Background: an optimization exercise with open tools, aiming at small area, a short achievable clock period and few clock cycles. Do not read the settings as production practice. In this exercise RTL edits were held to simulation tests only and were not proved equivalent to the original. No activity file was given, so power comes from the tool's default toggle rates.

## exp/yarrow
// mips_core
module mips_core #(
    parameter logic [31:0] RESET_PC = 32'h0000_0000
) (
    input  logic        clk,
    input  logic        rst_n,
    output logic [31:0] imem_addr,
    input  logic [31:0] imem_data,
    output logic        wb_cyc,
    output logic        wb_stb,
    output logic        wb_we,
    output logic [31:0] wb_adr,
    output logic [31:0] wb_dat_w,
    input  logic [31:0] wb_dat_r,
    input  logic        wb_ack,
    output logic        rf_we,
    output logic [4:0]  rf_waddr,
    output logic [31:0] rf_wdata
);
For scale: roughly 5200 cells after synthesis, ~1400 flip-flops, about 200 I/O pins.
clock: 9.0 ns
lec_check: 0
cap_margin: 20
core_margin: 2
core_utilization: 45
cts_cluster_diameter: 80
cts_cluster_size: 20
place_density: 0.6
setup_slack_margin: 5
slew_margin: 20
standard.sh (not shown) runs the stock make flow with config.mk's settings and CLKGATE_MAP_FILE= SYNTH_SCRIPT=/design/flow/synth_recipe.tcl, a recipe that flattens the netlist after the stock synthesis.
==> flow/flow/run.sh <==
#!/bin/bash
set -euo pipefail
bash standard.sh "BUFFER_PORTS_ARGS=-buffer_cell sky130_fd_sc_hd__buf_2" \
    finish > standard.log 2>&1
exp/yarrow finished every step from synthesis to the final layout, and the layout passed the timing, design-rule and antenna checks.
Testbench counts of exp/yarrow, summed over its fixed seeds: cycles 5,824.
Inputs modified between exp/yarrow and exp/tundra:
Settings: CTS_CLUSTER_DIAMETER removed (was 80); CTS_CLUSTER_SIZE removed (was 20).
## What came out
- exp/tundra against exp/yarrow: overall power after layout rose by about 16%; via count rose by 628; clock power share rose by 9.5 points.
- Against exp/yarrow as the reference, exp/tundra delivers a lower count of non-CTS buffers in the layout.
- Of exp/tundra and exp/yarrow, it is exp/tundra that has the lower proportion of cell area occupied by multi-input gates.
- Per the comparison of exp/tundra with exp/yarrow, sequential group share of total power decreased by 7.4 points relative to the old numbers, post-layout worst setup margin went up 84 ps.
- In the flow results for exp/tundra and exp/yarrow, the clock power is smaller on exp/yarrow.

========
mips_core, a different RTL version from the one above (not shown whole).
For scale: about 1,400 flip-flops, about 66,000 sq um of cells after synthesis.
clock: 9.0 ns
lec_check: 0
cap_margin: 20
core_margin: 2
core_utilization: 45
place_density: 0.6
setup_slack_margin: 5
slew_margin: 20
Scripts as last shown in full above: flow/flow/run.sh
Testbench counts at the start, summed over its fixed seeds: cycles 5,640.
Edit:
==> flow/run.sh (new file) <==
#!/bin/bash
# synth_recipe.tcl (not shown) runs the flow's synth.tcl, then flattens the netlist and writes it again
# the make line also repeats each setting of config.mk as NAME=value (left out here)
make -C /OpenROAD-flow-scripts/flow DESIGN_CONFIG=/design/flow/config.mk WORK_HOME=/design/flow/orfs CLKGATE_MAP_FILE= SYNTH_SCRIPT=/design/flow/synth_recipe.tcl finish
removed: flow/flow/run.sh
removed: flow/standard.sh
Effect:
- The new run produced a clean layout
- count of clock-buffer cells in the layout shrinks by 7
- power shrinks by 1.1%
- first-iteration DRC count grows by 3.3%
- cell area grows by about 1.5%
- setup slack improves by 5.4 ps

========
== MS ==
mips_core with an RTL version that a note above also has.
For scale: ~5200 cells after synthesis, ~200 I/O pins.
clock: 9.0 ns
lec_check: 0
cap_margin: 20
core_margin: 2
core_utilization: 45
cts_cluster_diameter: 90
cts_cluster_size: 24
place_density: 0.6
setup_slack_margin: 5
slew_margin: 20
==> flow/flow/run.sh <==
#!/bin/bash
set -euo pipefail
bash standard.sh "BUFFER_PORTS_ARGS=-buffer_cell sky130_fd_sc_hd__buf_2" \
    finish > standard.log 2>&1
MS went all the way through synthesis, placement and routing and the layout is clean on timing, DRC and antenna.
Testbench counts of MS, summed over its fixed seeds: cycles 5,824.
## Diff of input files: TR against MS
- CTS_CLUSTER_SIZE removed (was 24)
- CTS_CLUSTER_DIAMETER removed (was 90)
==> flow/flow/run.sh <==
#!/bin/bash
# Standard layout (the standard.sh, unchanged synthesis), except that
#  - the port buffers are plain buf_2 cells (repair may still resize them)
set -euo pipefail
bash standard.sh "SETUP_SLACK_MARGIN=5.3" \
    "BUFFER_PORTS_ARGS=-buffer_cell sky130_fd_sc_hd__buf_2" \
    finish > standard.log 2>&1
==> comparison <==
- Every stage of the flow completed for TR, and the final layout passed the timing, design-rule and antenna checks.
- Compare MS and TR | met1 track utilization from global routing higher: TR
- Sort MS and TR by layout overhead on the synthesized area desc -> top: TR
- On power attributed to combinational cells, the lower figure sits with MS, not TR.
- Sort MS and TR by clock power, descending, and TR comes first.
- Compared with MS, TR has extra setup slack.

[separate check: timing with driven ports]
In the flow no input, the clock included, has a driving cell. The finished layouts below were timed again as built, in two steps.
Step 1, drivers: a clkbuf_16 drives clk and a buf_2 each remaining input, both assumed.
Step 2 adds t to the input delays and takes it off the output delays; t is the mean of the earliest and latest rising clock arrival at the registers after step 1. Input paths then give back, and output paths get back, about the clock's delay inside the block.
Three values: no drivers, after step 1, after step 2; two values: the first two.
run	shift t [ns]	setup WS [ns]	hold WS [ns]	worst setup path at the end	pins driven straight from the clock port
exp/yarrow	0.802	4.934 / 4.934 / 4.270	0.462 / 0.462 / 0.462	input to register	1
exp/tundra	0.877	5.019 / 5.019 / 4.265	0.458 / 0.458 / 0.458	input to register	1
the first run of note 2	0.887	4.712 / 4.712 / 4.031	0.498 / 0.498 / 0.498	input to register	1
the second run of note 2	0.887	4.717 / 4.717 / 4.077	0.483 / 0.483 / 0.483	input to register	1
MS	0.817	5.029 / 5.067 / 4.269	0.465 / 0.465 / 0.465	input to register	1
TR	0.861	5.063 / 5.063 / 4.469	0.477 / 0.477 / 0.477	input to register	1
After both steps setup and hold are still met in every run listed. For MS, which loses most, drivers alone change the setup slack by +0.038 ns; drivers and shift together by -0.760 ns.
